This design comes from an exercise in tuning for small area, a short achievable clock period and few clock cycles per item on the open sky130 flow, not from production work.
In this exercise RTL edits were held to simulation tests only and were not proved equivalent to the original.

File: flow/config.mk
export PLATFORM = sky130hd
export DESIGN_NAME = pe_array_top
export DESIGN_NICKNAME = pe_array_top
export VERILOG_FILES = /design/flow/design.v
export SDC_FILE = /design/flow/constraint.sdc
export NUM_CORES = 4
export LEC_CHECK = 0
export CAP_MARGIN = 20
export CORE_MARGIN = 2
export CORE_UTILIZATION = 40
export SLEW_MARGIN = 20
File: flow/constraint.sdc
create_clock -name core_clock -period 7.5 [get_ports {clk}]
set_input_delay 1.5000 -clock core_clock [delete_from_list [all_inputs] [get_ports {clk}]]
set_output_delay 1.5000 -clock core_clock [all_outputs]
set_load 0.01 [all_outputs]
File: flow/design.v
package pe_array_pkg;
    localparam int FEATURE_WD = 8;
    localparam int WEIGHT_WD  = 8;
    localparam int PROD_WD    = FEATURE_WD + WEIGHT_WD;    
    localparam int ACC_WD     = 18;
    localparam int PE_COL_NUM = 4;
    localparam int PE_H_NUM   = 2;     
    localparam int PE_OC_NUM  = 2;
    localparam int PE_GRP_NUM = 2;     
    localparam int TAP_NUM    = 9;
    localparam int TAP_CNT_WD = 4;
    localparam int GRP_W_WD  = PE_OC_NUM * WEIGHT_WD;
    localparam int GRP_IN_WD = PE_H_NUM * PE_COL_NUM * FEATURE_WD + GRP_W_WD;
    localparam int BEAT_WD   = PE_GRP_NUM * GRP_IN_WD + PE_COL_NUM + PE_GRP_NUM;
    localparam int ROW_ACC_WD = PE_COL_NUM * ACC_WD;                         
    localparam int GRP_ACC_WD = PE_OC_NUM * PE_H_NUM * ROW_ACC_WD;           
    localparam int RESULT_WD  = PE_GRP_NUM * GRP_ACC_WD;                     
endpackage
`timescale 1ns/1ps
module pe_ctrl_fsm (
    input  logic clk,
    input  logic rstn,
    input  logic beat_valid,
    input  logic row_done,
    input  logic first,
    input  logic result_ready,
    output logic beat_ready,
    output logic result_valid,
    output logic beat_fire,
    output logic acc_clr
);
    logic done;
    always_ff @(posedge clk or negedge rstn) begin
        if (!rstn) begin
            done <= 1'b0;
        end else if (row_done) begin
            done <= 1'b1;                  
        end else if (result_ready) begin
            done <= 1'b0;                  
        end
    end
    assign result_valid = done;
    assign beat_ready   = ~done | result_ready;
    assign beat_fire    = beat_valid & beat_ready;
    assign acc_clr      = beat_fire & first;    
endmodule
`timescale 1ns/1ps
module tap_counter (
    input  logic clk,
    input  logic rstn,
    input  logic beat_fire,
    output logic first,
    output logic row_done
);
    logic [pe_array_pkg::TAP_CNT_WD-1:0] tap_cnt;
    logic                                last_tap;
    assign last_tap = (tap_cnt == pe_array_pkg::TAP_CNT_WD'(pe_array_pkg::TAP_NUM - 1));
    assign first    = (tap_cnt == '0);
    assign row_done = beat_fire & last_tap;
    always_ff @(posedge clk or negedge rstn) begin
        if (!rstn) begin
            tap_cnt <= '0;
        end else if (beat_fire) begin
            if (last_tap) begin
                tap_cnt <= '0;
            end else begin
                tap_cnt <= tap_cnt + 1'b1;
            end
        end
    end
endmodule
`timescale 1ns/1ps
module pe_row (
    input  logic                                                              clk,
    input  logic                                                              acc_clr,
    input  logic [pe_array_pkg::PE_COL_NUM*pe_array_pkg::FEATURE_WD-1:0]      features,
    input  logic [3:0]                                                        one,
    input  logic [3:0]                                                        two,
    input  logic [3:0]                                                        neg,
    output logic [pe_array_pkg::ROW_ACC_WD-1:0]                               acc
);
    localparam int COL_NUM = pe_array_pkg::PE_COL_NUM;
    localparam int F_WD    = pe_array_pkg::FEATURE_WD;
    localparam int A_WD    = pe_array_pkg::ACC_WD;
    logic [COL_NUM*A_WD-1:0] acc_nxt;
    for (genvar c = 0; c < COL_NUM; c++) begin : g_mac
        pe_mac u_mac (
            .f   (features[F_WD*c +: F_WD]),
            .one (one),
            .two (two),
            .neg (neg),
            .a   (acc[A_WD*c +: A_WD] & ~{A_WD{acc_clr}}),
            .s   (acc_nxt[A_WD*c +: A_WD])
        );
    end
    always_ff @(posedge clk) begin
        acc <= acc_nxt;
    end
endmodule
module pe_mac (
    input  logic [7:0]  f,
    input  logic [3:0]  one,
    input  logic [3:0]  two,
    input  logic [3:0]  neg,
    input  logic [17:0] a,
    output logic [17:0] s
);
    logic pp0_0;
    logic pp0_1;
    logic pp0_2;
    logic pp0_3;
    logic pp0_4;
    logic pp0_5;
    logic pp0_6;
    logic pp0_7;
    logic pp0_8;
    logic pp1_0;
    logic pp1_1;
    logic pp1_2;
    logic pp1_3;
    logic pp1_4;
    logic pp1_5;
    logic pp1_6;
    logic pp1_7;
    logic pp1_8;
    logic pp2_0;
    logic pp2_1;
    logic pp2_2;
    logic pp2_3;
    logic pp2_4;
    logic pp2_5;
    logic pp2_6;
    logic pp2_7;
    logic pp2_8;
    logic pp3_0;
    logic pp3_1;
    logic pp3_2;
    logic pp3_3;
    logic pp3_4;
    logic pp3_5;
    logic pp3_6;
    logic pp3_7;
    logic pp3_8;
    logic s0;
    logic c0;
    logic s1;
    logic c1;
    logic s2;
    logic c2;
    logic s3;
    logic c3;
    logic s4;
    logic c4;
    logic s5;
    logic c5;
    logic s6;
    logic c6;
    logic s7;
    logic c7;
    logic s8;
    logic c8;
    logic s9;
    logic c9;
    logic s10;
    logic c10;
    logic s11;
    logic c11;
    logic s12;
    logic c12;
    logic s13;
    logic c13;
    logic s14;
    logic c14;
    logic s15;
    logic c15;
    logic s16;
    logic c16;
    logic s17;
    logic c17;
    logic s18;
    logic c18;
    logic s19;
    logic c19;
    logic s20;
    logic c20;
    logic s21;
    logic c21;
    logic s22;
    logic c22;
    logic s23;
    logic c23;
    logic s24;
    logic c24;
    logic s25;
    logic c25;
    logic s26;
    logic c26;
    logic s27;
    logic c27;
    logic s28;
    logic c28;
    logic s29;
    logic c29;
    logic s30;
    logic c30;
    logic s31;
    logic c31;
    logic s32;
    logic c32;
    logic s33;
    logic c33;
    logic s34;
    logic c34;
    logic s35;
    logic c35;
    logic s36;
    logic c36;
    logic s37;
    logic c37;
    logic s38;
    logic c38;
    logic s39;
    logic c39;
    logic s40;
    logic c40;
    logic s41;
    assign pp0_0 = (one[0] & f[0]) ^ neg[0];
    assign pp0_1 = ((one[0] & f[1]) | (two[0] & f[0])) ^ neg[0];
    assign pp0_2 = ((one[0] & f[2]) | (two[0] & f[1])) ^ neg[0];
    assign pp0_3 = ((one[0] & f[3]) | (two[0] & f[2])) ^ neg[0];
    assign pp0_4 = ((one[0] & f[4]) | (two[0] & f[3])) ^ neg[0];
    assign pp0_5 = ((one[0] & f[5]) | (two[0] & f[4])) ^ neg[0];
    assign pp0_6 = ((one[0] & f[6]) | (two[0] & f[5])) ^ neg[0];
    assign pp0_7 = ((one[0] & f[7]) | (two[0] & f[6])) ^ neg[0];
    assign pp0_8 = ~(((one[0] | two[0]) & f[7]) ^ neg[0]);
    assign pp1_0 = (one[1] & f[0]) ^ neg[1];
    assign pp1_1 = ((one[1] & f[1]) | (two[1] & f[0])) ^ neg[1];
    assign pp1_2 = ((one[1] & f[2]) | (two[1] & f[1])) ^ neg[1];
    assign pp1_3 = ((one[1] & f[3]) | (two[1] & f[2])) ^ neg[1];
    assign pp1_4 = ((one[1] & f[4]) | (two[1] & f[3])) ^ neg[1];
    assign pp1_5 = ((one[1] & f[5]) | (two[1] & f[4])) ^ neg[1];
    assign pp1_6 = ((one[1] & f[6]) | (two[1] & f[5])) ^ neg[1];
    assign pp1_7 = ((one[1] & f[7]) | (two[1] & f[6])) ^ neg[1];
    assign pp1_8 = ~(((one[1] | two[1]) & f[7]) ^ neg[1]);
    assign pp2_0 = (one[2] & f[0]) ^ neg[2];
    assign pp2_1 = ((one[2] & f[1]) | (two[2] & f[0])) ^ neg[2];
    assign pp2_2 = ((one[2] & f[2]) | (two[2] & f[1])) ^ neg[2];
    assign pp2_3 = ((one[2] & f[3]) | (two[2] & f[2])) ^ neg[2];
    assign pp2_4 = ((one[2] & f[4]) | (two[2] & f[3])) ^ neg[2];
    assign pp2_5 = ((one[2] & f[5]) | (two[2] & f[4])) ^ neg[2];
    assign pp2_6 = ((one[2] & f[6]) | (two[2] & f[5])) ^ neg[2];
    assign pp2_7 = ((one[2] & f[7]) | (two[2] & f[6])) ^ neg[2];
    assign pp2_8 = ~(((one[2] | two[2]) & f[7]) ^ neg[2]);
    assign pp3_0 = (one[3] & f[0]) ^ neg[3];
    assign pp3_1 = ((one[3] & f[1]) | (two[3] & f[0])) ^ neg[3];
    assign pp3_2 = ((one[3] & f[2]) | (two[3] & f[1])) ^ neg[3];
    assign pp3_3 = ((one[3] & f[3]) | (two[3] & f[2])) ^ neg[3];
    assign pp3_4 = ((one[3] & f[4]) | (two[3] & f[3])) ^ neg[3];
    assign pp3_5 = ((one[3] & f[5]) | (two[3] & f[4])) ^ neg[3];
    assign pp3_6 = ((one[3] & f[6]) | (two[3] & f[5])) ^ neg[3];
    assign pp3_7 = ((one[3] & f[7]) | (two[3] & f[6])) ^ neg[3];
    assign pp3_8 = ~(((one[3] | two[3]) & f[7]) ^ neg[3]);
    assign s0 = a[4] ^ neg[2];
    assign c0 = a[4] & neg[2];
    assign s1 = a[5] ^ pp0_5;
    assign c1 = a[5] & pp0_5;
    assign s2 = a[6] ^ neg[3] ^ pp0_6;
    assign c2 = (a[6] & neg[3]) | (a[6] & pp0_6) | (neg[3] & pp0_6);
    assign s3 = pp1_4 ^ pp2_2;
    assign c3 = pp1_4 & pp2_2;
    assign s4 = a[7] ^ pp0_7 ^ pp1_5;
    assign c4 = (a[7] & pp0_7) | (a[7] & pp1_5) | (pp0_7 & pp1_5);
    assign s5 = pp2_3 ^ pp3_1;
    assign c5 = pp2_3 & pp3_1;
    assign s6 = 1'b1 ^ a[8] ^ pp0_8;
    assign c6 = (1'b1 & a[8]) | (1'b1 & pp0_8) | (a[8] & pp0_8);
    assign s7 = pp1_6 ^ pp2_4 ^ pp3_2;
    assign c7 = (pp1_6 & pp2_4) | (pp1_6 & pp3_2) | (pp2_4 & pp3_2);
    assign s8 = 1'b1 ^ a[9] ^ pp1_7;
    assign c8 = (1'b1 & a[9]) | (1'b1 & pp1_7) | (a[9] & pp1_7);
    assign s9 = pp2_5 ^ pp3_3;
    assign c9 = pp2_5 & pp3_3;
    assign s10 = a[10] ^ pp1_8 ^ pp2_6;
    assign c10 = (a[10] & pp1_8) | (a[10] & pp2_6) | (pp1_8 & pp2_6);
    assign s11 = 1'b1 ^ a[11];
    assign c11 = 1'b1 & a[11];
    assign s12 = a[2] ^ neg[1];
    assign c12 = a[2] & neg[1];
    assign s13 = a[3] ^ pp0_3;
    assign c13 = a[3] & pp0_3;
    assign s14 = s0 ^ pp0_4 ^ pp1_2;
    assign c14 = (s0 & pp0_4) | (s0 & pp1_2) | (pp0_4 & pp1_2);
    assign s15 = c0 ^ pp1_3 ^ pp2_1;
    assign c15 = (c0 & pp1_3) | (c0 & pp2_1) | (pp1_3 & pp2_1);
    assign s16 = pp3_0 ^ c1 ^ s3;
    assign c16 = (pp3_0 & c1) | (pp3_0 & s3) | (c1 & s3);
    assign s17 = c3 ^ s5 ^ c2;
    assign c17 = (c3 & s5) | (c3 & c2) | (s5 & c2);
    assign s18 = c5 ^ c4 ^ s6;
    assign c18 = (c5 & c4) | (c5 & s6) | (c4 & s6);
    assign s19 = s9 ^ c6 ^ c7;
    assign c19 = (s9 & c6) | (s9 & c7) | (c6 & c7);
    assign s20 = pp3_4 ^ c9 ^ c8;
    assign c20 = (pp3_4 & c9) | (pp3_4 & c8) | (c9 & c8);
    assign s21 = s11 ^ pp2_7 ^ pp3_5;
    assign c21 = (s11 & pp2_7) | (s11 & pp3_5) | (pp2_7 & pp3_5);
    assign s22 = a[12] ^ c11 ^ pp2_8;
    assign c22 = (a[12] & c11) | (a[12] & pp2_8) | (c11 & pp2_8);
    assign s23 = 1'b1 ^ a[13];
    assign c23 = 1'b1 & a[13];
    assign s24 = a[0] ^ neg[0];
    assign c24 = a[0] & neg[0];
    assign s25 = a[1] ^ pp0_1;
    assign c25 = a[1] & pp0_1;
    assign s26 = s12 ^ pp0_2 ^ pp1_0;
    assign c26 = (s12 & pp0_2) | (s12 & pp1_0) | (pp0_2 & pp1_0);
    assign s27 = c12 ^ pp1_1 ^ s13;
    assign c27 = (c12 & pp1_1) | (c12 & s13) | (pp1_1 & s13);
    assign s28 = pp2_0 ^ c13 ^ s14;
    assign c28 = (pp2_0 & c13) | (pp2_0 & s14) | (c13 & s14);
    assign s29 = s1 ^ c14 ^ s15;
    assign c29 = (s1 & c14) | (s1 & s15) | (c14 & s15);
    assign s30 = c15 ^ s2 ^ s16;
    assign c30 = (c15 & s2) | (c15 & s16) | (s2 & s16);
    assign s31 = s4 ^ c16 ^ s17;
    assign c31 = (s4 & c16) | (s4 & s17) | (c16 & s17);
    assign s32 = s7 ^ c17 ^ s18;
    assign c32 = (s7 & c17) | (s7 & s18) | (c17 & s18);
    assign s33 = s8 ^ c18 ^ s19;
    assign c33 = (s8 & c18) | (s8 & s19) | (c18 & s19);
    assign s34 = s10 ^ c19 ^ s20;
    assign c34 = (s10 & c19) | (s10 & s20) | (c19 & s20);
    assign s35 = c10 ^ s21 ^ c20;
    assign c35 = (c10 & s21) | (c10 & c20) | (s21 & c20);
    assign s36 = pp3_6 ^ c21 ^ s22;
    assign c36 = (pp3_6 & c21) | (pp3_6 & s22) | (c21 & s22);
    assign s37 = s23 ^ pp3_7 ^ c22;
    assign c37 = (s23 & pp3_7) | (s23 & c22) | (pp3_7 & c22);
    assign s38 = a[14] ^ c23 ^ pp3_8;
    assign c38 = (a[14] & c23) | (a[14] & pp3_8) | (c23 & pp3_8);
    assign s39 = 1'b1 ^ a[15];
    assign c39 = 1'b1 & a[15];
    assign s40 = 1'b1 ^ a[16];
    assign c40 = 1'b1 & a[16];
    assign s41 = 1'b1 ^ a[17];
    assign s = {c40, c39, c38, c37, c36, c35, c34, c33, c32, c31, c30, c29, c28, c27, c26, c25, c24, s24} + {s41, s40, s39, s38, s37, s36, s35, s34, s33, s32, s31, s30, s29, s28, s27, s26, s25, pp0_0};
endmodule
`timescale 1ns/1ps
module pe_ic_group (
    input  logic                                clk,
    input  logic                                beat_fire,
    input  logic                                acc_clr,
    input  logic                                grp_vld,
    input  logic [pe_array_pkg::GRP_IN_WD-1:0]  grp_in,
    input  logic [pe_array_pkg::PE_COL_NUM-1:0] col_vld,
    output logic [pe_array_pkg::GRP_ACC_WD-1:0] grp_acc
);
    localparam int OC_NUM  = pe_array_pkg::PE_OC_NUM;
    localparam int H_NUM   = pe_array_pkg::PE_H_NUM;
    localparam int COL_NUM = pe_array_pkg::PE_COL_NUM;
    localparam int F_WD    = pe_array_pkg::FEATURE_WD;
    localparam int W_WD    = pe_array_pkg::WEIGHT_WD;
    localparam int FR_WD   = COL_NUM * F_WD;
    localparam int WS_WD   = pe_array_pkg::GRP_W_WD;
    localparam int ROW_WD  = pe_array_pkg::ROW_ACC_WD;
    logic [H_NUM*FR_WD-1:0] feat_m;
    for (genvar h = 0; h < H_NUM; h++) begin : g_fm
        for (genvar c = 0; c < COL_NUM; c++) begin : g_c
            assign feat_m[FR_WD*h + F_WD*c +: F_WD] =
                grp_in[WS_WD + FR_WD*h + F_WD*c +: F_WD] & {F_WD{beat_fire & grp_vld & col_vld[c]}};
        end
    end
    for (genvar oc = 0; oc < OC_NUM; oc++) begin : g_oc
        logic [W_WD-1:0] w;
        logic [W_WD:0]   wx;         
        logic [3:0]      one;        
        logic [3:0]      two;        
        logic [3:0]      neg;        
        assign w  = grp_in[W_WD*oc +: W_WD];
        assign wx = {w, 1'b0};
        for (genvar k = 0; k < 4; k++) begin : g_booth
            assign one[k] = wx[2*k+1] ^ wx[2*k];
            assign two[k] = (wx[2*k+2] & ~wx[2*k+1] & ~wx[2*k]) | (~wx[2*k+2] & wx[2*k+1] & wx[2*k]);
            assign neg[k] = wx[2*k+2];
        end
        for (genvar h = 0; h < H_NUM; h++) begin : g_h
            pe_row u_row (
                .clk      (clk),
                .acc_clr  (acc_clr),
                .features (feat_m[FR_WD*h +: FR_WD]),    
                .one      (one),                       
                .two      (two),
                .neg      (neg),
                .acc      (grp_acc[ROW_WD*(H_NUM*oc + h) +: ROW_WD])
            );
        end
    end
endmodule
`timescale 1ns/1ps
module pe_array_top (
    input  logic                                   clk,
    input  logic                                   rstn,
    input  logic [pe_array_pkg::BEAT_WD-1:0]       beat,
    input  logic                                   beat_valid,
    output logic                                   beat_ready,
    output logic [pe_array_pkg::RESULT_WD-1:0]     result,
    output logic                                   result_valid,
    input  logic                                   result_ready
);
    localparam int GRP_NUM = pe_array_pkg::PE_GRP_NUM;
    localparam int COL_NUM = pe_array_pkg::PE_COL_NUM;
    localparam int IN_WD   = pe_array_pkg::GRP_IN_WD;
    localparam int ACC_WD  = pe_array_pkg::GRP_ACC_WD;
    logic beat_fire;
    logic acc_clr;
    logic row_done;
    logic first;
    pe_ctrl_fsm u_ctrl (
        .clk          (clk),
        .rstn         (rstn),
        .beat_valid   (beat_valid),
        .row_done     (row_done),
        .first        (first),
        .result_ready (result_ready),
        .beat_ready   (beat_ready),
        .result_valid (result_valid),
        .beat_fire    (beat_fire),
        .acc_clr      (acc_clr)
    );
    tap_counter u_tap (
        .clk       (clk),
        .rstn      (rstn),
        .beat_fire (beat_fire),
        .first     (first),
        .row_done  (row_done)
    );
    for (genvar g = 0; g < GRP_NUM; g++) begin : g_grp
        pe_ic_group u_grp (
            .clk       (clk),
            .beat_fire (beat_fire),
            .acc_clr   (acc_clr),
            .grp_vld   (beat[g]),
            .grp_in    (beat[GRP_NUM + COL_NUM + IN_WD*g +: IN_WD]),
            .col_vld   (beat[GRP_NUM +: COL_NUM]),    
            .grp_acc   (result[ACC_WD*g +: ACC_WD])
        );
    end
endmodule
File: flow/run.sh
#!/bin/bash
# synth_recipe.tcl (not shown) runs the flow's synth.tcl, then flattens the netlist and writes it again
# the make line also repeats each setting of config.mk as NAME=value (left out here)
make -C /OpenROAD-flow-scripts/flow DESIGN_CONFIG=/design/flow/config.mk WORK_HOME=/design/flow/orfs CLKGATE_MAP_FILE= SYNTH_SCRIPT=/design/flow/synth_recipe.tcl finish
==> summary.txt, run 1 <==
number of CTS-inserted buffers: 85
Placed Cells: 16700
Syn-to-layout area delta: 16.3%
RSZ-0062 raised after global routing: false
# fillers: 24700
Die Area: 0.254 mm²
Setup Buffers After CTS: 0
Synthesized Nets: 15000
Syn Area/Cell: 7.63 µm²
chip width: 504 µm
worst clock skew: 35.2 ps
gpl congestion: 1.01
Worst Hold End: u_tap.tap_cnt[2]
worst reg-to-reg setup slack: 1600 ps
max cap viols: 0
leading area contributor after synthesis: fa_1
initial antenna violation count: 60
WP buf/inv: 5
Hold Crit Start: u_tap.tap_cnt[2]
CP endpoint kind: flip-flop
area of the multi-input gates: 0.0796 mm²
# IOs: 748
share of cells above drive strength 1: 0.0760
Tightest Pin Transition: 1080 ps
Max-slew headroom: 0.277
pin count of the biggest net entering global routing: 151
DR vias/cell: 5.93
hold_buf cts: 0
Syn Inst Count: 13100
Area after DPL: 0.113 mm²
post-route cell area: 0.116 mm²
worst r2r src: u_ctrl.done
clock slew at reported path FFs: 60 ps
FFs w/ async S/R, synth: 0.00861
status: finished clean
Die Y: 504 µm
htree depth: 3
Worst EP arrival: 7530 ps
Worst Path Max Fanout: 25
CP Depth: 21
Critical Path RT: 8180 ps
first-pass GRT wire length: 603000 µm
CP top delay family: simple AND/OR/NAND/NOR gates
Worst R2R Path Depth: 18
Hold Violations, Final: 0
cell count of the worst hold path: 1
worst skew pair latency: 760 ps
post-synthesis cell area: 0.0999 mm²
Overflow after GRT: 0
CP max-delay cell: clkdlybuf4s50_1
DRT Pass-1 Iters: 7
critical-path cell list: clkdlybuf4s50_1, and4_2, buf_4, and2_1, buf_4, o22ai_1, nor2_1, nor2_1, a221oi_1, ha_1, inv_1, fa_1, fa_1, inv_1, ha_1, o211ai_1, a31oi_1, o21ai_0, a21oi_1, or4b_2, nand3_1
r2r endpoint: g_grp[1].u_grp.g_oc[0].g_h[0].u_row.acc[52]
All-Layer GR Usage: 0.310
top_reg_cell synth: dfxtp_1
vias in the first global route: 89600
period utilization: 0.914
final hold slack: 531 ps
layout net count: 15400
CTS sink cnt: 581
setup_tns: 0 ps
Seq/Total Area, Yosys: 0.117
initial core utilization: 0.402
Yosys reg bits: 581
site row count: 183
CTS root buf: clkbuf_16
Iter 0 DRT Violations: 12400
Worst Slack Setup Final: 649 ps
Distinct cells, synth: 91
Setup WS pre-CTS: -30.0 ps
Post-synth EDFFs: 0
Core Footprint: 0.248 mm²
final WL: 410000 µm
Post-Layout Cell Count: 16900
Resized Gates After CTS: 0
vias: 100000
FF/Latch Area: 0.0117 mm²
Final setup violation count: 0
final core utilization: 0.468
final slew viol count: 0
Max Fclk: 146 MHz
slowest stage delay, CP: 940 ps
post-DP HPWL: 318000 µm
Syn. warnings: 3
DRC: 0
DR WL/cell: 24.3 µm
Yosys top cell area share: 0.173
Tmin final: 6850 ps
Area contributors post-synth: fa_1, dfxtp_1, ha_1, a21oi_1, nand2_1
IO buf count: 747
CTS max path bufs: 3
crit path launch type: primary input
Final ANT Viol Nets: 0
TritonCTS clock tree: done
HP Class: flip-flop to flip-flop
crit path kind: primary input to flip-flop
## worst register-to-register path, cell delays in order, from the launching register on
cell and delay, ps:
dfrtp_1 560, nand2b_4 210, buf_4 150, and4_1 340
buf_12 210, and2_1 460, o22ai_1 160, nor2_1 130
nor2_1 50, a221oi_1 260, ha_1 340, fa_1 520
fa_1 510, ha_1 270, or3_1 410, o21bai_1 160
a21oi_1 280, o21ai_0 320, o311ai_0 430
## worst max-delay path by stage
stage	slack, ps	start	endpoint
CTS	740	beat_valid	g_grp[0].u_grp.g_oc[0].g_h[0].u_row.acc[13]
global placement	-9	beat_valid	g_grp[0].u_grp.g_oc[0].g_h[0].u_row.acc[13]
floorplan	1210	result_ready	g_grp[0].u_grp.g_oc[0].g_h[0].u_row.acc[13]
global route	290	beat_valid	g_grp[0].u_grp.g_oc[0].g_h[0].u_row.acc[34]
detailed placement	-30	beat_valid	g_grp[0].u_grp.g_oc[0].g_h[0].u_row.acc[13]
finish	650	beat_valid	g_grp[0].u_grp.g_oc[0].g_h[0].u_row.acc[13]
## cells in the mapped netlist (242+ instances only)
cell type  instances
nor2_1          1124
o22ai_1          654
inv_1            937
o21ai_0          706
and2_1           513
ha_1             898
a21oi_1         1026
dfxtp_1          576
a221oi_1         283
xnor2_1          450
fa_1             864
buf_2            290
o211ai_1         242
nand2_1         1166
clkbuf_1         823
## sequential cells by signal (all words and copies together), names as in the netlist
signal,flops
u_ctrl.done,1
u_tap.tap_cnt,4
g_grp.u_grp.g_oc.g_h.u_row.acc,576
## placed cells by master, fill, tap and decap left out, types with 22 or more instances in the layout
cell type	n
nand3_1	194
a22oi_1	190
nor3_1	112
o31ai_1	143
clkbuf_16	89
o211ai_1	242
inv_1	934
nand3b_1	29
xor2_1	220
nand2_1	1158
buf_12	80
a311oi_1	45
nand2b_1	56
diode_2	51
dfxtp_1	576
nor2b_1	44
clkdlybuf4s50_1	715
maj3_1	216
o21bai_1	86
fa_1	864
a21o_1	218
and2_1	505
a211oi_1	55
a31oi_1	118
nand4_1	27
or3_1	26
and3_1	39
xnor2_1	450
o221ai_1	36
buf_4	702
ha_1	898
nor2_1	1116
o311a_1	40
a41oi_1	22
nor4_1	27
a221oi_1	283
o21ai_0	706
o21a_1	145
o22ai_1	654
a21oi_1	1024
## cell type report
cell class                      instances  share of cell area
Antenna cell                           51             0.00110
Clock buffer                          119              0.0212
Clock inverter                         32             0.00404
Inverter                              937              0.0303
Multi-Input combinational cell      10300               0.685
Sequential cell                       581               0.100
Tap cell                             3330              0.0358
Timing Repair Buffer                 1514               0.122
## per-layer routing
layer | up-vias | part of all wire | global-route usage
met5 | - | 0.000083 | 0
met4 | 6 | 0.049 | 0.146
met3 | 616 | 0.12 | 0.0889
met2 | 5069 | 0.38 | 0.400
met1 | 47400 | 0.45 | 0.463
li1 | 46900 | - | -
## cells by family after synthesis
| logic type | after synthesis | share of synthesized area |
|---|---|---|
| fa+ha+maj | 1978 | 0.307 |
| flops | 581 | 0.117 |
| simple gates | 3446 | 0.156 |
| compound gates | 4199 | 0.272 |
| mux | 12 | 0.00128 |
| buf+inv | 2204 | 0.0879 |
| xor+xnor | 673 | 0.0590 |
Testbench counts, summed over its fixed seeds: cycles 10,808, rows 1,200.
==> run 2, diff against run 1 <==
--- a/flow/design.v
+++ b/flow/design.v
@@ -23,4 +23,4 @@
     input  logic beat_valid,
-    input  logic row_done,
-    input  logic first,
+    input  logic first,         
+    input  logic last,          
     input  logic result_ready,
@@ -29,5 +29,25 @@
     output logic beat_fire,
-    output logic acc_clr
+    output logic in_hold,       
+    output logic acc_clr,       
+    output logic acc_hold       
 );
-    logic done;
+    logic done;                 
+    logic in_vld;               
+    logic in_last;              
+    assign acc_hold     = done & ~result_ready;
+    assign in_hold      = in_vld & acc_hold;
+    assign beat_ready   = ~in_hold;
+    assign beat_fire    = beat_valid & beat_ready;
+    assign result_valid = done;
+    always_ff @(posedge clk or negedge rstn) begin
+        if (!rstn) begin
+            in_vld  <= 1'b0;
+            in_last <= 1'b0;
+            acc_clr <= 1'b0;
+        end else if (!in_hold) begin
+            in_vld  <= beat_fire;
+            in_last <= beat_fire & last;
+            acc_clr <= beat_fire & first;
+        end
+    end
     always_ff @(posedge clk or negedge rstn) begin
@@ -35,3 +55,3 @@
             done <= 1'b0;
-        end else if (row_done) begin
+        end else if (in_vld & in_last & ~acc_hold) begin
             done <= 1'b1;                  
@@ -41,6 +61,2 @@
     end
-    assign result_valid = done;
-    assign beat_ready   = ~done | result_ready;
-    assign beat_fire    = beat_valid & beat_ready;
-    assign acc_clr      = beat_fire & first;    
 endmodule
@@ -52,9 +68,7 @@
     output logic first,
-    output logic row_done
+    output logic last
 );
     logic [pe_array_pkg::TAP_CNT_WD-1:0] tap_cnt;
-    logic                                last_tap;
-    assign last_tap = (tap_cnt == pe_array_pkg::TAP_CNT_WD'(pe_array_pkg::TAP_NUM - 1));
-    assign first    = (tap_cnt == '0);
-    assign row_done = beat_fire & last_tap;
+    assign last  = (tap_cnt == pe_array_pkg::TAP_CNT_WD'(pe_array_pkg::TAP_NUM - 1));
+    assign first = (tap_cnt == '0);
     always_ff @(posedge clk or negedge rstn) begin
@@ -63,3 +77,3 @@
         end else if (beat_fire) begin
-            if (last_tap) begin
+            if (last) begin
                 tap_cnt <= '0;
@@ -75,2 +89,3 @@
     input  logic                                                              acc_clr,
+    input  logic                                                              acc_hold,
     input  logic [pe_array_pkg::PE_COL_NUM*pe_array_pkg::FEATURE_WD-1:0]      features,
@@ -96,3 +111,5 @@
     always_ff @(posedge clk) begin
-        acc <= acc_nxt;
+        if (!acc_hold) begin
+            acc <= acc_nxt;
+        end
     end
@@ -351,3 +368,5 @@
     input  logic                                beat_fire,
+    input  logic                                in_hold,
     input  logic                                acc_clr,
+    input  logic                                acc_hold,
     input  logic                                grp_vld,
@@ -366,2 +385,3 @@
     logic [H_NUM*FR_WD-1:0] feat_m;
+    logic [H_NUM*FR_WD-1:0] feat_q;
     for (genvar h = 0; h < H_NUM; h++) begin : g_fm
@@ -372,2 +392,7 @@
     end
+    always_ff @(posedge clk) begin
+        if (!in_hold) begin
+            feat_q <= feat_m;
+        end
+    end
     for (genvar oc = 0; oc < OC_NUM; oc++) begin : g_oc
@@ -381,5 +406,9 @@
         for (genvar k = 0; k < 4; k++) begin : g_booth
-            assign one[k] = wx[2*k+1] ^ wx[2*k];
-            assign two[k] = (wx[2*k+2] & ~wx[2*k+1] & ~wx[2*k]) | (~wx[2*k+2] & wx[2*k+1] & wx[2*k]);
-            assign neg[k] = wx[2*k+2];
+            always_ff @(posedge clk) begin
+                if (!in_hold) begin
+                    one[k] <= wx[2*k+1] ^ wx[2*k];
+                    two[k] <= (wx[2*k+2] & ~wx[2*k+1] & ~wx[2*k]) | (~wx[2*k+2] & wx[2*k+1] & wx[2*k]);
+                    neg[k] <= wx[2*k+2];
+                end
+            end
         end
@@ -389,3 +418,4 @@
                 .acc_clr  (acc_clr),
-                .features (feat_m[FR_WD*h +: FR_WD]),    
+                .acc_hold (acc_hold),
+                .features (feat_q[FR_WD*h +: FR_WD]),    
                 .one      (one),                       
@@ -414,5 +444,7 @@
     logic beat_fire;
+    logic in_hold;
     logic acc_clr;
-    logic row_done;
+    logic acc_hold;
     logic first;
+    logic last;
     pe_ctrl_fsm u_ctrl (
@@ -421,4 +453,4 @@
         .beat_valid   (beat_valid),
-        .row_done     (row_done),
         .first        (first),
+        .last         (last),
         .result_ready (result_ready),
@@ -427,3 +459,5 @@
         .beat_fire    (beat_fire),
-        .acc_clr      (acc_clr)
+        .in_hold      (in_hold),
+        .acc_clr      (acc_clr),
+        .acc_hold     (acc_hold)
     );
@@ -434,3 +468,3 @@
         .first     (first),
-        .row_done  (row_done)
+        .last      (last)
     );
@@ -440,3 +474,5 @@
             .beat_fire (beat_fire),
+            .in_hold   (in_hold),
             .acc_clr   (acc_clr),
+            .acc_hold  (acc_hold),
             .grp_vld   (beat[g]),
--- a/flow/config.mk
+++ b/flow/config.mk
@@ -10,2 +10,3 @@
 export CORE_UTILIZATION = 40
+export SETUP_SLACK_MARGIN = 3.5
 export SLEW_MARGIN = 20
==> run 2 against run 1 <==
Against the previous run:
- still clean
- worst hold slack lost 26 ps
- sequential cell count grew 179
- critical path depth shrank 4
- clock-buffer cell count is the same
- design area grew 17%
- global-route usage grew 0.41 points
- wire length shrank 0.41%
- critical endpoint is now g_grp[0].u_grp.g_oc[0].g_h[1].u_row.acc[51]
==> summary.txt, run 2 <==
post-DP HPWL: 255000 µm (was 318000 µm)
Final setup violation count: 0 (unchanged)
Distinct cells, synth: 83 (was 91)
r2r endpoint: g_grp[0].u_grp.g_oc[0].g_h[1].u_row.acc[51] (was g_grp[1].u_grp.g_oc[0].g_h[0].u_row.acc[52])
Overflow after GRT: 0 (unchanged)
gpl congestion: 0.956 (was 1.01)
Syn Inst Count: 9876 (was 13100)
Iter 0 DRT Violations: 9152 (was 12400)
Core Footprint: 0.240 mm² (was 0.248 mm²)
Critical Path RT: 8060 ps (was 8180 ps)
Syn-to-layout area delta: 41.0% (was 16.3%)
initial core utilization: 0.402 (about the same)
max cap viols: 0 (unchanged)
chip width: 495 µm (was 504 µm)
DR WL/cell: 27.7 µm (was 24.3 µm)
FFs w/ async S/R, synth: 0.0105 (was 0.00861)
Tightest Pin Transition: 1210 ps (was 1080 ps)
Yosys top cell area share: 0.234 (was 0.173)
Final ANT Viol Nets: 0 (unchanged)
Worst EP arrival: 4920 ps (was 7530 ps)
Hold Crit Start: u_ctrl.in_vld (was u_tap.tap_cnt[2])
most common cell after layout, fill and taps aside: xnor2_1 (was nand2_1)
cell count of the worst hold path: 2 (was 1)
post-synthesis cell area: 0.0965 mm² (was 0.0999 mm²)
Post-synth EDFFs: 752 (was 0)
Seq/Total Area, Yosys: 0.236 (was 0.117)
htree depth: 3 (unchanged)
Regs by FF count: g_grp.u_grp.g_oc.g_h.u_row.acc x576, g_grp.u_grp.feat_q x128 (was g_grp.u_grp.g_oc.g_h.u_row.acc x576, u_tap.tap_cnt x4, u_ctrl.done x1)
clock slew at reported path FFs: 60 ps (about the same)
crit path launch type: flip-flop (was primary input)
Hold Violations, Final: 0 (unchanged)
pin count of the biggest net entering global routing: 148 (was 151)
Post-Layout Cell Count: 14700 (was 16900)
Top reg by flops: g_grp.u_grp.g_oc.g_h.u_row.acc (unchanged)
Placed Cells: 13300 (was 16700)
Worst Hold End: u_ctrl.done (was u_tap.tap_cnt[2])
HP Class: flip-flop to flip-flop (unchanged)
Max Fclk: 229 MHz (was 146 MHz)
CTS root buf: clkbuf_16 (unchanged)
CP endpoint kind: flip-flop (unchanged)
Area contributors post-synth: edfxtp_1, fa_1, ha_1, xnor2_1, a22oi_1 (was fa_1, dfxtp_1, ha_1, a21oi_1, nand2_1)
top-count cell post-synth: xnor2_1 (was nand2_1)
Syn Area/Cell: 9.77 µm² (was 7.63 µm²)
crit path kind: flip-flop to flip-flop (was primary input to flip-flop)
worst clock skew: 60.6 ps (was 35.2 ps)
RSZ-0062 raised after global routing: true (was false)
share of cells above drive strength 1: 0.295 (was 0.0760)
first-pass GRT wire length: 575000 µm (was 603000 µm)
Die Area: 0.245 mm² (was 0.254 mm²)
# IOs: 748 (unchanged)
most frequent cells in the layout: xnor2_1, buf_4, edfxtp_1 (was nand2_1, nor2_1, a21oi_1)
Tmin final: 4360 ps (was 6850 ps)
Worst R2R Path Depth: 17 (was 18)
vias in the first global route: 86700 (was 89600)
site row count: 180 (was 183)
DRC: 0 (unchanged)
initial antenna violation count: 26 (was 60)
final slew viol count: 0 (unchanged)
Yosys reg bits: 760 (was 581)
max FFs per register: 576 (unchanged)
Die Y: 495 µm (was 504 µm)
Synthesized Nets: 11800 (was 15000)
Syn. warnings: 4 (was 3)
layout net count: 13400 (was 15400)
All-Layer GR Usage: 0.314 (was 0.310)
top_reg_cell synth: edfxtp_1 (was dfxtp_1)
number of CTS-inserted buffers: 105 (was 85)
most instantiated cells after synthesis: xnor2_1, a22oi_1, ha_1 (was nand2_1, nor2_1, a21oi_1)
final WL: 408000 µm (was 410000 µm)
CTS max path bufs: 3 (unchanged)
DR vias/cell: 5.90 (was 5.93)
worst reg-to-reg setup slack: 3140 ps (was 1600 ps)
period utilization: 0.581 (was 0.914)
worst r2r src: g_grp[0].u_grp.g_oc[0].one[0] (was u_ctrl.done)
CTS sink cnt: 760 (was 581)
TritonCTS clock tree: done (unchanged)
status: finished clean (unchanged)
DRT Pass-1 Iters: 7 (unchanged)
Worst Path Max Fanout: 6 (was 25)
Max-slew headroom: 0.191 (was 0.277)
vias: 87100 (was 100000)
IO buf count: 747 (unchanged)
leading area contributor after synthesis: edfxtp_1 (was fa_1)
hold_buf cts: 0 (unchanged)
worst skew pair latency: 820 ps (was 760 ps)
==> run 2: cell types whose count changed in the layout (fill, tap and decap cells not counted), sizes merged, moves of 576 or more <==
cell / previous run / this run
o22ai: 654 / 6
nor2: 1124 / 232
xnor2: 450 / 1173
dfxtp: 576 / 0
edfxtp: 0 / 752
a22oi: 190 / 899
buf: 797 / 1403
a21oi: 1026 / 436
==> run 2: through the flow <==
step	hold WS, ps	area [µm²]	setup TNS [ps]	util	worst slack, ps
final	505	136000	0	0.566	3140
after global routing	524	136000	0	0.566	3020
after CTS	493	127000	0	0.531	3180
after detailed placement	481	107000	0	0.445	2210
after global placement	462	107000	0	0.445	2270
after floorplan	446	96500	-44550	-	-425
==> run 2: repair_timing <==
| action | 4_1_cts | 5_1_grt |
|---|---|---|
| gates cloned | 60 | 17 |
| endpoints found under the setup margin | 365 | 296 |
| pin swaps | 712 | 890 |
| resized for setup | 1526 | 1262 |
| buffers inserted | 910 | 292 |
==> run 2: layer usage <==
layer  wire length, µm  GRT usage  vias to the layer above  share of wire
met3             46000     0.0794                     1176           0.11
met2            176000      0.471                     4996           0.43
met1            154000      0.404                    43600           0.38
met5               118          0                        -        0.00029
met4             32100      0.200                       18          0.079
li1                  -          -                    37300              -
==> run 2: cells by family after synthesis <==
kind of cell,synth area share
AO/OA/AOI/OAI,0.157
XOR/XNOR,0.149
adder cells (fa/ha/maj),0.296
buffers and inverters,0.0626
flip-flops,0.236
multiplexers,0.00161
AND/OR/NAND/NOR,0.0980
==> run 2: layout make-up <==
cell class                      instances  area [µm²]
Sequential cell                       760       22800
Clock inverter                         77         846
Clock buffer                          119        2700
Fill cell                           19800      104000
Timing Repair inverter                 10         238
Tap cell                             3185        3990
Multi-Input combinational cell       7508       78400
Antenna cell                           11        27.5
Inverter                              887        3410
Timing Repair Buffer                 2187       23600
==> run 2: worst max path at each step <==
stage,depth (start not counted),to,slack (ps),from
after global placement,14,g_grp[0].u_grp.g_oc[1].g_h[1].u_row.acc[33],2270,g_grp[0].u_grp.g_oc[1].two[0]
after detailed placement,15,g_grp[0].u_grp.g_oc[1].g_h[0].u_row.acc[15],2210,g_grp[0].u_grp.g_oc[1].two[0]
after floorplan,6,g_grp[1].u_grp.feat_q[0],-430,result_ready
final,17,g_grp[0].u_grp.g_oc[0].g_h[1].u_row.acc[51],3140,g_grp[0].u_grp.g_oc[0].one[0]
after CTS,18,g_grp[1].u_grp.g_oc[0].g_h[0].u_row.acc[35],3180,u_ctrl.acc_clr
after global routing,16,g_grp[0].u_grp.g_oc[1].g_h[1].u_row.acc[16],3020,g_grp[0].u_grp.g_oc[1].one[0]
==> run 2: worst max-delay path, cell delays in order (launching register included) <==
cell,delay [ps]
edfxtp_1,450
buf_12,170
or2_4,290
buf_12,160
nand2_2,80
xnor2_2,110
ha_2,290
inv_2,60
fa_2,450
fa_2,610
ha_4,230
a21o_1,180
a21o_1,190
a21oi_2,110
nor3b_1,70
a2111oi_2,350
o21bai_1,130
xor2_1,160
Testbench counts of run 2, summed over its fixed seeds: cycles 10,816, rows 1,200.
==> run 3, diff against run 2 <==
--- a/flow/config.mk
+++ b/flow/config.mk
@@ -10,3 +10,3 @@
 export CORE_UTILIZATION = 40
-export SETUP_SLACK_MARGIN = 3.5
+export SETUP_SLACK_MARGIN = 2.5
 export SLEW_MARGIN = 20
==> run 3 against run 2 <==
Against the previous run:
- sequential cell count is the same
- clock-buffer cell count unchanged
- die area did not move
- critical path depth decreased by 14
- final cell count is 6.7% lower
- setup slack worse by 580 ps
- first-iteration DRC count down 17%
- worst hold slack worse by 13 ps
- via count down 9.2%
==> summary.txt, run 3 <==
CTS max path bufs: 3 (unchanged)
Seq/Total Area, Yosys: 0.236 (unchanged)
CP max-delay cell: nand3b_1 (was fa_2)
Tightest Pin Transition: 1210 ps (about the same)
worst skew pair latency: 790 ps (was 820 ps)
# IOs: 748 (unchanged)
final core utilization: 0.474 (was 0.566)
CTS sink cnt: 760 (unchanged)
# fillers: 22400 (was 19800)
post-route cell area: 0.114 mm² (was 0.136 mm²)
initial core utilization: 0.402 (unchanged)
Overflow after GRT: 0 (unchanged)
Distinct cells, synth: 83 (unchanged)
Syn. warnings: 4 (unchanged)
max cap viols: 0 (unchanged)
Worst Slack Setup Final: 2560 ps (was 3140 ps)
htree depth: 3 (unchanged)
clock slew at reported path FFs: 60 ps (about the same)
most instantiated cells after synthesis: xnor2_1, a22oi_1, ha_1 (unchanged)
Critical Path RT: 6000 ps (was 8060 ps)
period utilization: 0.658 (was 0.581)
chip width: 495 µm (unchanged)
final WL: 347000 µm (was 408000 µm)
leading area contributor after synthesis: edfxtp_1 (unchanged)
Hold Violations, Final: 0 (unchanged)
worst clock skew: 62.9 ps (was 60.6 ps)
Synthesized Nets: 11800 (unchanged)
layout net count: 12400 (was 13400)
Top reg by flops: g_grp.u_grp.g_oc.g_h.u_row.acc (unchanged)
DRC: 0 (unchanged)
post-DP HPWL: 255000 µm (unchanged)
CP endpoint kind: output pin (was flip-flop)
most frequent cells in the layout: xnor2_1, a22oi_1, ha_1 (was xnor2_1, buf_4, edfxtp_1)
top-count cell post-synth: xnor2_1 (unchanged)
area of the multi-input gates: 0.0677 mm² (was 0.0784 mm²)
Max-slew headroom: 0.194 (was 0.191)
RSZ-0062 raised after global routing: true (unchanged)
Core Footprint: 0.240 mm² (unchanged)
site row count: 180 (unchanged)
max FFs per register: 576 (unchanged)
slowest stage delay, CP: 700 ps (was 610 ps)
HP Class: flip-flop to flip-flop (unchanged)
initial antenna violation count: 18 (was 26)
share of cells above drive strength 1: 0.0677 (was 0.295)
Yosys top cell area share: 0.234 (unchanged)
gpl congestion: 0.956 (unchanged)
Die Area: 0.245 mm² (unchanged)
vias in the first global route: 79000 (was 86700)
Yosys reg bits: 760 (unchanged)
Setup crit start: result_ready (was g_grp[0].u_grp.g_oc[0].one[0])
Area after DPL: 0.107 mm² (unchanged)
Hold Crit Start: u_ctrl.in_last (was u_ctrl.in_vld)
IO buf count: 747 (unchanged)
Final setup violation count: 0 (unchanged)
top_reg_cell synth: edfxtp_1 (unchanged)
Area contributors post-synth: edfxtp_1, fa_1, ha_1, xnor2_1, a22oi_1 (unchanged)
first-pass GRT wire length: 508000 µm (was 575000 µm)
Post-synth EDFFs: 752 (unchanged)
most used cell, CP: clkdlybuf4s50_1
pin count of the biggest net entering global routing: 148 (unchanged)
WP buf/inv: 2 (was 3)
CTS root buf: clkbuf_16 (unchanged)
Regs by FF count: g_grp.u_grp.g_oc.g_h.u_row.acc x576, g_grp.u_grp.feat_q x128 (unchanged)
CP top delay family: buffers and inverters (was adder cells)
Worst EP arrival: 3440 ps (was 4920 ps)
crit path kind: primary input to output pin (was flip-flop to flip-flop)
post-synthesis cell area: 0.0965 mm² (unchanged)
TritonCTS clock tree: done (unchanged)
Worst Path Max Fanout: 6 (unchanged)
Syn Area/Cell: 9.77 µm² (unchanged)
final slew viol count: 0 (unchanged)
Setup WS pre-CTS: 2210 ps (unchanged)
Max Fclk: 202 MHz (was 229 MHz)
FF/Latch Area: 0.0228 mm² (unchanged)
Iter 0 DRT Violations: 7573 (was 9152)
worst r2r src: g_grp[0].u_grp.feat_q[5] (was g_grp[0].u_grp.g_oc[0].one[0])
crit path launch type: primary input (was flip-flop)
Syn Inst Count: 9876 (unchanged)
most common cell after layout, fill and taps aside: xnor2_1 (unchanged)
critical-path cell list: clkdlybuf4s50_1, nand3b_1, clkdlybuf4s50_1 (was buf_12, or2_4, buf_12, nand2_2, xnor2_2, ha_2, inv_2, fa_2, fa_2, ha_4, a21o_1, a21o_1, a21oi_2, nor3b_1, a2111oi_2, o21bai_1, xor2_1)
DR WL/cell: 25.2 µm (was 27.7 µm)
Die Y: 495 µm (unchanged)
All-Layer GR Usage: 0.274 (was 0.314)
number of CTS-inserted buffers: 105 (unchanged)
status: finished clean (unchanged)
DRT Pass-1 Iters: 6 (was 7)
Syn-to-layout area delta: 17.9% (was 41.0%)
Final ANT Viol Nets: 0 (unchanged)
Tmin final: 4940 ps (was 4360 ps)
DR vias/cell: 5.75 (was 5.90)
vias: 79100 (was 87100)
FFs w/ async S/R, synth: 0.0105 (unchanged)
-- run 3: cell counts after synthesis --
No cell type changed its count.
-- run 3: worst register-to-register path: stages (launching register included) --
cell,delay (ps)
edfxtp_1,1050
a22oi_1,260
xnor2_1,230
fa_1,470
fa_1,510
fa_1,500
ha_1,400
and3_1,210
a21oi_1,120
inv_1,80
nor2_1,190
nand3_1,130
a2111o_1,410
o311ai_0,100
-- run 3: path summary, 6_finish.rpt --
path | end | slack [ps] | depth (start not counted)
max reg2reg | g_grp[0].u_grp.g_oc[1].g_h[0].u_row.acc[15] | 2630 | 13
min reg2reg | u_ctrl.done | 490 | 2
min in group asynchronous | u_ctrl.in_vld | 1000 | 1
max | beat_ready | 2560 | 3
max in group asynchronous | u_ctrl.acc_clr | 6200 | 1
min | u_ctrl.done | 490 | 2
-- run 3: layer usage --
| metal | up-vias | routed length, µm | GRT usage |
|---|---|---|---|
| met3 | 618 | 33900 | 0.0654 |
| met1 | 39500 | 141000 | 0.362 |
| met4 | 18 | 20500 | 0.145 |
| met5 | - | 97 | 0 |
| li1 | 35300 | - | - |
| met2 | 3637 | 151000 | 0.416 |
-- run 3: metrics by stage --
stage	hold slack [ps]	setup TNS, ps	cells
3_5_place_dp	481	0	13300
6_report	492	0	13800
5_1_grt	513	0	13800
3_3_place_gp	462	0	13300
2_1_floorplan	446	-44550	9876
4_1_cts	493	0	13500
-- run 3: cell type report --
type / count / share of cell area
multi-input combinational: 7508 / 0.595
sequential: 760 / 0.200
timing repair buffer: 1217 / 0.109
tap: 3185 / 0.0350
inverter: 887 / 0.0295
clock buffer: 119 / 0.0237
clock inverter: 77 / 0.00743
timing repair inverter: 1 / 0.0000990
antenna: 3 / 0.0000660
-- run 3: cells by family (layout without fill, tap and decap cells) --
logic type      after synthesis  in the layout  share of synthesized area
flops                       760            760                      0.236
other cells                   0              3                          0
fa+ha+maj                  1762           1762                      0.296
simple gates               1879           1879                     0.0980
compound gates             2214           2214                      0.157
buf+inv                    1608           2301                     0.0626
mux                          15             15                    0.00161
xor+xnor                   1638           1638                      0.149
-- run 3: what timing repair did --
| action | in CTS | in global routing |
|---|---|---|
| gates resized for setup | 7 | 37 |
| endpoints found under the setup margin | 77 | 81 |
| pin swaps | 0 | 5 |
| gates cloned | 1 | 3 |
| hold buffers | 0 | 0 |
| setup buffers | 63 | 233 |
==> run 4, diff against run 3 <==
--- a/flow/design.v
+++ b/flow/design.v
@@ -99,3 +99,7 @@
     localparam int A_WD    = pe_array_pkg::ACC_WD;
-    logic [COL_NUM*A_WD-1:0] acc_nxt;
+    localparam int SPLIT   = 9;    
+    logic [COL_NUM*A_WD-1:0] acc_s;         
+    logic [COL_NUM*A_WD-1:0] acc_s_nxt;
+    logic [COL_NUM-1:0]      acc_c;         
+    logic [COL_NUM-1:0]      acc_c_nxt;
     for (genvar c = 0; c < COL_NUM; c++) begin : g_mac
@@ -106,5 +110,9 @@
             .neg (neg),
-            .a   (acc[A_WD*c +: A_WD] & ~{A_WD{acc_clr}}),
-            .s   (acc_nxt[A_WD*c +: A_WD])
+            .a   (acc_s[A_WD*c +: A_WD] & ~{A_WD{acc_clr}}),
+            .ci  (acc_c[c] & ~acc_clr),
+            .s   (acc_s_nxt[A_WD*c +: A_WD]),
+            .co  (acc_c_nxt[c])
         );
+        assign acc[A_WD*c +: A_WD] = {acc_s[A_WD*c + SPLIT +: A_WD - SPLIT] + (A_WD - SPLIT)'(acc_c[c]),
+                                      acc_s[A_WD*c +: SPLIT]};
     end
@@ -112,3 +120,4 @@
         if (!acc_hold) begin
-            acc <= acc_nxt;
+            acc_s <= acc_s_nxt;
+            acc_c <= acc_c_nxt;
         end
@@ -122,2 +131,4 @@
     input  logic [17:0] a,
+    input  logic        ci,
+    output logic        co,
     output logic [17:0] s
@@ -279,64 +290,64 @@
     assign pp3_8 = ~(((one[3] | two[3]) & f[7]) ^ neg[3]);
-    assign s0 = a[4] ^ neg[2];
-    assign c0 = a[4] & neg[2];
-    assign s1 = a[5] ^ pp0_5;
-    assign c1 = a[5] & pp0_5;
-    assign s2 = a[6] ^ neg[3] ^ pp0_6;
-    assign c2 = (a[6] & neg[3]) | (a[6] & pp0_6) | (neg[3] & pp0_6);
-    assign s3 = pp1_4 ^ pp2_2;
-    assign c3 = pp1_4 & pp2_2;
-    assign s4 = a[7] ^ pp0_7 ^ pp1_5;
-    assign c4 = (a[7] & pp0_7) | (a[7] & pp1_5) | (pp0_7 & pp1_5);
-    assign s5 = pp2_3 ^ pp3_1;
-    assign c5 = pp2_3 & pp3_1;
-    assign s6 = 1'b1 ^ a[8] ^ pp0_8;
-    assign c6 = (1'b1 & a[8]) | (1'b1 & pp0_8) | (a[8] & pp0_8);
-    assign s7 = pp1_6 ^ pp2_4 ^ pp3_2;
-    assign c7 = (pp1_6 & pp2_4) | (pp1_6 & pp3_2) | (pp2_4 & pp3_2);
-    assign s8 = 1'b1 ^ a[9] ^ pp1_7;
-    assign c8 = (1'b1 & a[9]) | (1'b1 & pp1_7) | (a[9] & pp1_7);
-    assign s9 = pp2_5 ^ pp3_3;
-    assign c9 = pp2_5 & pp3_3;
-    assign s10 = a[10] ^ pp1_8 ^ pp2_6;
-    assign c10 = (a[10] & pp1_8) | (a[10] & pp2_6) | (pp1_8 & pp2_6);
-    assign s11 = 1'b1 ^ a[11];
-    assign c11 = 1'b1 & a[11];
-    assign s12 = a[2] ^ neg[1];
-    assign c12 = a[2] & neg[1];
-    assign s13 = a[3] ^ pp0_3;
-    assign c13 = a[3] & pp0_3;
-    assign s14 = s0 ^ pp0_4 ^ pp1_2;
-    assign c14 = (s0 & pp0_4) | (s0 & pp1_2) | (pp0_4 & pp1_2);
-    assign s15 = c0 ^ pp1_3 ^ pp2_1;
-    assign c15 = (c0 & pp1_3) | (c0 & pp2_1) | (pp1_3 & pp2_1);
-    assign s16 = pp3_0 ^ c1 ^ s3;
-    assign c16 = (pp3_0 & c1) | (pp3_0 & s3) | (c1 & s3);
-    assign s17 = c3 ^ s5 ^ c2;
-    assign c17 = (c3 & s5) | (c3 & c2) | (s5 & c2);
+    assign s0 = neg[2] ^ pp0_4;
+    assign c0 = neg[2] & pp0_4;
+    assign s1 = pp0_5 ^ pp1_3;
+    assign c1 = pp0_5 & pp1_3;
+    assign s2 = neg[3] ^ pp0_6 ^ pp1_4;
+    assign c2 = (neg[3] & pp0_6) | (neg[3] & pp1_4) | (pp0_6 & pp1_4);
+    assign s3 = pp2_2 ^ pp3_0;
+    assign c3 = pp2_2 & pp3_0;
+    assign s4 = pp0_7 ^ pp1_5 ^ pp2_3;
+    assign c4 = (pp0_7 & pp1_5) | (pp0_7 & pp2_3) | (pp1_5 & pp2_3);
+    assign s5 = pp3_1 ^ a[7];
+    assign c5 = pp3_1 & a[7];
+    assign s6 = 1'b1 ^ pp0_8 ^ pp1_6;
+    assign c6 = (1'b1 & pp0_8) | (1'b1 & pp1_6) | (pp0_8 & pp1_6);
+    assign s7 = pp2_4 ^ pp3_2 ^ a[8];
+    assign c7 = (pp2_4 & pp3_2) | (pp2_4 & a[8]) | (pp3_2 & a[8]);
+    assign s8 = 1'b1 ^ pp1_7 ^ pp2_5;
+    assign c8 = (1'b1 & pp1_7) | (1'b1 & pp2_5) | (pp1_7 & pp2_5);
+    assign s9 = pp3_3 ^ a[9] ^ ci;
+    assign c9 = (pp3_3 & a[9]) | (pp3_3 & ci) | (a[9] & ci);
+    assign s10 = pp1_8 ^ pp2_6 ^ pp3_4;
+    assign c10 = (pp1_8 & pp2_6) | (pp1_8 & pp3_4) | (pp2_6 & pp3_4);
+    assign s11 = 1'b1 ^ pp2_7;
+    assign c11 = 1'b1 & pp2_7;
+    assign s12 = neg[1] ^ pp0_2;
+    assign c12 = neg[1] & pp0_2;
+    assign s13 = pp0_3 ^ pp1_1;
+    assign c13 = pp0_3 & pp1_1;
+    assign s14 = pp1_2 ^ pp2_0 ^ a[4];
+    assign c14 = (pp1_2 & pp2_0) | (pp1_2 & a[4]) | (pp2_0 & a[4]);
+    assign s15 = pp2_1 ^ a[5] ^ c0;
+    assign c15 = (pp2_1 & a[5]) | (pp2_1 & c0) | (a[5] & c0);
+    assign s16 = a[6] ^ c1 ^ s3;
+    assign c16 = (a[6] & c1) | (a[6] & s3) | (c1 & s3);
+    assign s17 = c3 ^ c2 ^ s5;
+    assign c17 = (c3 & c2) | (c3 & s5) | (c2 & s5);
     assign s18 = c5 ^ c4 ^ s6;
     assign c18 = (c5 & c4) | (c5 & s6) | (c4 & s6);
-    assign s19 = s9 ^ c6 ^ c7;
-    assign c19 = (s9 & c6) | (s9 & c7) | (c6 & c7);
-    assign s20 = pp3_4 ^ c9 ^ c8;
-    assign c20 = (pp3_4 & c9) | (pp3_4 & c8) | (c9 & c8);
-    assign s21 = s11 ^ pp2_7 ^ pp3_5;
-    assign c21 = (s11 & pp2_7) | (s11 & pp3_5) | (pp2_7 & pp3_5);
-    assign s22 = a[12] ^ c11 ^ pp2_8;
-    assign c22 = (a[12] & c11) | (a[12] & pp2_8) | (c11 & pp2_8);
-    assign s23 = 1'b1 ^ a[13];
-    assign c23 = 1'b1 & a[13];
-    assign s24 = a[0] ^ neg[0];
-    assign c24 = a[0] & neg[0];
-    assign s25 = a[1] ^ pp0_1;
-    assign c25 = a[1] & pp0_1;
-    assign s26 = s12 ^ pp0_2 ^ pp1_0;
-    assign c26 = (s12 & pp0_2) | (s12 & pp1_0) | (pp0_2 & pp1_0);
-    assign s27 = c12 ^ pp1_1 ^ s13;
-    assign c27 = (c12 & pp1_1) | (c12 & s13) | (pp1_1 & s13);
-    assign s28 = pp2_0 ^ c13 ^ s14;
-    assign c28 = (pp2_0 & c13) | (pp2_0 & s14) | (c13 & s14);
+    assign s19 = c6 ^ s8 ^ c7;
+    assign c19 = (c6 & s8) | (c6 & c7) | (s8 & c7);
+    assign s20 = a[10] ^ c8 ^ s10;
+    assign c20 = (a[10] & c8) | (a[10] & s10) | (c8 & s10);
+    assign s21 = pp3_5 ^ a[11] ^ s11;
+    assign c21 = (pp3_5 & a[11]) | (pp3_5 & s11) | (a[11] & s11);
+    assign s22 = pp2_8 ^ pp3_6 ^ a[12];
+    assign c22 = (pp2_8 & pp3_6) | (pp2_8 & a[12]) | (pp3_6 & a[12]);
+    assign s23 = 1'b1 ^ pp3_7;
+    assign c23 = 1'b1 & pp3_7;
+    assign s24 = neg[0] ^ pp0_0;
+    assign c24 = neg[0] & pp0_0;
+    assign s25 = pp0_1 ^ a[1];
+    assign c25 = pp0_1 & a[1];
+    assign s26 = pp1_0 ^ a[2] ^ s12;
+    assign c26 = (pp1_0 & a[2]) | (pp1_0 & s12) | (a[2] & s12);
+    assign s27 = a[3] ^ c12 ^ s13;
+    assign c27 = (a[3] & c12) | (a[3] & s13) | (c12 & s13);
+    assign s28 = c13 ^ s0 ^ s14;
+    assign c28 = (c13 & s0) | (c13 & s14) | (s0 & s14);
     assign s29 = s1 ^ c14 ^ s15;
     assign c29 = (s1 & c14) | (s1 & s15) | (c14 & s15);
-    assign s30 = c15 ^ s2 ^ s16;
-    assign c30 = (c15 & s2) | (c15 & s16) | (s2 & s16);
+    assign s30 = s2 ^ c15 ^ s16;
+    assign c30 = (s2 & c15) | (s2 & s16) | (c15 & s16);
     assign s31 = s4 ^ c16 ^ s17;
@@ -345,14 +356,14 @@
     assign c32 = (s7 & c17) | (s7 & s18) | (c17 & s18);
-    assign s33 = s8 ^ c18 ^ s19;
-    assign c33 = (s8 & c18) | (s8 & s19) | (c18 & s19);
-    assign s34 = s10 ^ c19 ^ s20;
-    assign c34 = (s10 & c19) | (s10 & s20) | (c19 & s20);
+    assign s33 = s9 ^ c18 ^ s19;
+    assign c33 = (s9 & c18) | (s9 & s19) | (c18 & s19);
+    assign s34 = c9 ^ c19 ^ s20;
+    assign c34 = (c9 & c19) | (c9 & s20) | (c19 & s20);
     assign s35 = c10 ^ s21 ^ c20;
     assign c35 = (c10 & s21) | (c10 & c20) | (s21 & c20);
-    assign s36 = pp3_6 ^ c21 ^ s22;
-    assign c36 = (pp3_6 & c21) | (pp3_6 & s22) | (c21 & s22);
-    assign s37 = s23 ^ pp3_7 ^ c22;
-    assign c37 = (s23 & pp3_7) | (s23 & c22) | (pp3_7 & c22);
-    assign s38 = a[14] ^ c23 ^ pp3_8;
-    assign c38 = (a[14] & c23) | (a[14] & pp3_8) | (c23 & pp3_8);
+    assign s36 = c11 ^ s22 ^ c21;
+    assign c36 = (c11 & s22) | (c11 & c21) | (s22 & c21);
+    assign s37 = a[13] ^ s23 ^ c22;
+    assign c37 = (a[13] & s23) | (a[13] & c22) | (s23 & c22);
+    assign s38 = pp3_8 ^ a[14] ^ c23;
+    assign c38 = (pp3_8 & a[14]) | (pp3_8 & c23) | (a[14] & c23);
     assign s39 = 1'b1 ^ a[15];
@@ -362,3 +373,6 @@
     assign s41 = 1'b1 ^ a[17];
-    assign s = {c40, c39, c38, c37, c36, c35, c34, c33, c32, c31, c30, c29, c28, c27, c26, c25, c24, s24} + {s41, s40, s39, s38, s37, s36, s35, s34, s33, s32, s31, s30, s29, s28, s27, s26, s25, pp0_0};
+    logic [9:0] s_lo;
+    assign s_lo = {c31, c30, c29, c28, c27, c26, c25, c24, s24} + {s32, s31, s30, s29, s28, s27, s26, s25, a[0]};
+    assign co   = s_lo[9];
+    assign s    = {{c40, c39, c38, c37, c36, c35, c34, c33, c32} + {s41, s40, s39, s38, s37, s36, s35, s34, s33}, s_lo[8:0]};
 endmodule
--- a/flow/config.mk
+++ b/flow/config.mk
@@ -10,3 +10,3 @@
 export CORE_UTILIZATION = 40
-export SETUP_SLACK_MARGIN = 2.5
+export SETUP_SLACK_MARGIN = 3.5
 export SLEW_MARGIN = 20
==> run 4 against run 3 <==
Against the previous run:
- worst hold slack improved by 0.94 ps
- critical path depth is 12 higher
- synthesized cell count grew 7.3%
- sequential cell count rose by 32
- first-iteration DRC count rose by 24%
- design area increased by 16%
- core utilization grew 3.8 points
- wire length grew 16%
- setup slack improved by 660 ps
==> summary.txt, run 4 <==
status: finished clean (unchanged)
# IOs: 748 (unchanged)
chip width: 513 µm (was 495 µm)
crit path kind: flip-flop to flip-flop (was primary input to output pin)
most common cell after layout, fill and taps aside: xnor2_1 (unchanged)
pin count of the biggest net entering global routing: 144 (was 148)
Worst EP arrival: 4800 ps (was 3440 ps)
Overflow after GRT: 0 (unchanged)
RSZ-0062 raised after global routing: true (unchanged)
Critical Path RT: 8020 ps (was 6000 ps)
crit path launch type: flip-flop (was primary input)
most instantiated cells after synthesis: xnor2_1, inv_1, fa_1 (was xnor2_1, a22oi_1, ha_1)
top_reg_cell synth: edfxtp_1 (unchanged)
final slew viol count: 0 (unchanged)
Worst Slack Setup Final: 3220 ps (was 2560 ps)
Worst Path Max Fanout: 6 (unchanged)
worst clock skew: 89.0 ps (was 62.9 ps)
HP Class: flip-flop to flip-flop (unchanged)
routed wl met3: 45300 µm (was 33900 µm)
number of CTS-inserted buffers: 111 (was 105)
DRT Pass-1 Iters: 7 (was 6)
CTS max path bufs: 3 (unchanged)
wl on met1: 168000 µm (was 141000 µm)
Tightest Pin Transition: 1100 ps (was 1210 ps)
CTS sink cnt: 792 (was 760)
Max-slew headroom: 0.267 (was 0.194)
setup_tns: 0 ps (unchanged)
Synthesized Nets: 12600 (was 11800)
layout net count: 13400 (was 12400)
Setup WS pre-CTS: 2280 ps (was 2210 ps)
Yosys reg bits: 792 (was 760)
CTS root buf: clkbuf_16 (unchanged)
clock slew at reported path FFs: 60 ps (about the same)
Syn Inst Count: 10600 (was 9876)
Top reg by flops: g_grp.u_grp.g_oc.g_h.u_row.acc_s (was g_grp.u_grp.g_oc.g_h.u_row.acc)
Tmin final: 4280 ps (was 4940 ps)
first-pass GRT wire length: 576000 µm (was 508000 µm)
most frequent cells in the layout: xnor2_1, inv_1, fa_1 (was xnor2_1, a22oi_1, ha_1)
DRC: 0 (unchanged)
initial core utilization: 0.403 (was 0.402)
vias in the first global route: 86200 (was 79000)
htree depth: 3 (unchanged)
initial antenna violation count: 45 (was 18)
Die Area: 0.263 mm² (was 0.245 mm²)
met2 wire length: 167000 µm (was 151000 µm)
Distinct cells, synth: 68 (was 83)
site row count: 186 (was 180)
==> run 4: cell types whose count changed after synthesis, sizes merged, moves of 36 or more <==
| cell | delta |
|---|---|
| buf | +396 |
| inv | +322 |
| nand2b | +313 |
| nand2 | -237 |
| xnor2 | +169 |
| clkbuf | -150 |
| o21ai | -120 |
| nand3 | +106 |
| nor2b | -104 |
| a21oi | -84 |
| fa | +64 |
| o21a | -59 |
| nand4 | +58 |
| a211oi | +36 |
==> run 4: layout make-up <==
type	count	area, µm²
inverters	1208	4590
repair buffers	1663	18300
clock buffers	129	2890
flip-flops and latches	792	23700
well taps	3384	4230
clock inverters	80	917
repair inverters	1	8.76
multi-input cells	7630	76900
diodes	11	27.5
fillers	22600	126000
==> run 4: cells by family (layout without fill, tap and decap cells) <==
| family | Yosys count | count (layout) | synth area share |
|---|---|---|---|
| buffers and inverters | 2175 | 3081 | 0.0916 |
| and+or+nand+nor | 2066 | 2066 | 0.108 |
| AOI/OAI and AO/OA | 1913 | 1913 | 0.128 |
| adders and majority gates | 1840 | 1840 | 0.290 |
| xor gates and xnor gates | 1804 | 1804 | 0.153 |
| DFF | 792 | 792 | 0.229 |
| muxes | 7 | 7 | 0.000701 |
| other | 0 | 11 | 0 |
==> run 4: worst max-delay path, stage by stage, from the launching register on <==
cell and delay (ps):
edfxtp_1 460, buf_12 180, or2_4 320, buf_6 150
buf_6 120, nand2_4 70, xnor2_2 110, fa_1 460
fa_1 510, fa_1 500, inv_2 60, fa_2 360
a21o_1 200, a41oi_2 170, a31oi_1 130, xnor2_1 140
==> run 4: metal layers <==
layer  up-vias  global-route usage
met2      4841               0.420
li1      37200                   -
met4         4               0.149
met3       828              0.0691
met5         -                   0
met1     43000               0.410
==> run 4: worst paths after layout <==
kind / endpoint / slack (ps) / cells after the start / startpoint
setup / recovery: g_grp[1].u_grp.g_oc[0].g_h[1].u_row.acc_s[53] / 3220 / 15 / g_grp[1].u_grp.g_oc[0].two[1]
hold / removal: u_ctrl.done / 490 / 2 / u_ctrl.in_last
setup reg to reg: g_grp[1].u_grp.g_oc[0].g_h[1].u_row.acc_s[53] / 3220 / 15 / g_grp[1].u_grp.g_oc[0].two[1]
hold reg to reg: u_ctrl.done / 490 / 2 / u_ctrl.in_last
max in group asynchronous: u_ctrl.acc_clr / 6200 / 1 / rstn
min in group asynchronous: u_tap.tap_cnt[1] / 980 / 1 / rstn
==> run 4: through the flow <==
step,area (µm²),std cells,hold slack [ps]
2_1_floorplan,104000,10600,450
6_report,132000,14900,493
3_3_place_gp,112000,13900,476
5_1_grt,132000,14900,505
4_1_cts,126000,14700,490
3_5_place_dp,112000,13900,474
==> run 4: timing repair <==
item / CTS / global route
gates cloned: 55 / 19
resized for setup: 1173 / 675
hold buffers: 0 / 0
hold endpoints to repair: 0 / 0
pin swaps: 391 / 465
setup endpoints to repair: 630 / 291
buffers inserted: 496 / 170
Testbench counts of run 4, summed over its fixed seeds: cycles 10,816, rows 1,200.

static timing again, ports no longer ideal:
In the flow no input, the clock included, has a driving cell. The finished layouts below were timed again as built, in two steps. Step 1 (the two cells are an assumption about what drives the block):
set clk [get_ports {clk}]
set_driving_cell -lib_cell sky130_fd_sc_hd__clkbuf_16 $clk
set_driving_cell -lib_cell sky130_fd_sc_hd__buf_2 [delete_from_list [all_inputs] $clk]
Step 2 times the ports against the registers' clock, not the clock port: input delays grow and output delays shrink by t, the midpoint of the rising clock arrivals with the driver on. a / b / c = no drivers / after step 1 / after step 2; a / b = the first two.
run	t, ns	setup WS [ns]	latest minus earliest clock arrival (ns)	slew at the worst register clock pin (ns)
run 1	0.826	0.649 / 0.710 / -0.116	0.039 / 0.039	0.08 / 0.08
run 2	0.906	3.140 / 3.140 / 3.140	0.066 / 0.065	0.07 / 0.07
run 3	0.863	2.562 / 2.533 / 2.533	0.063 / 0.063	0.07 / 0.07
run 4	0.902	3.218 / 3.218 / 3.215	0.091 / 0.092	0.07 / 0.07
Met with ideal ports but missed after step 2: setup timing in run 1. For run 1, which loses most, drivers alone change the setup slack by +0.061 ns; drivers and shift together by -0.765 ns.
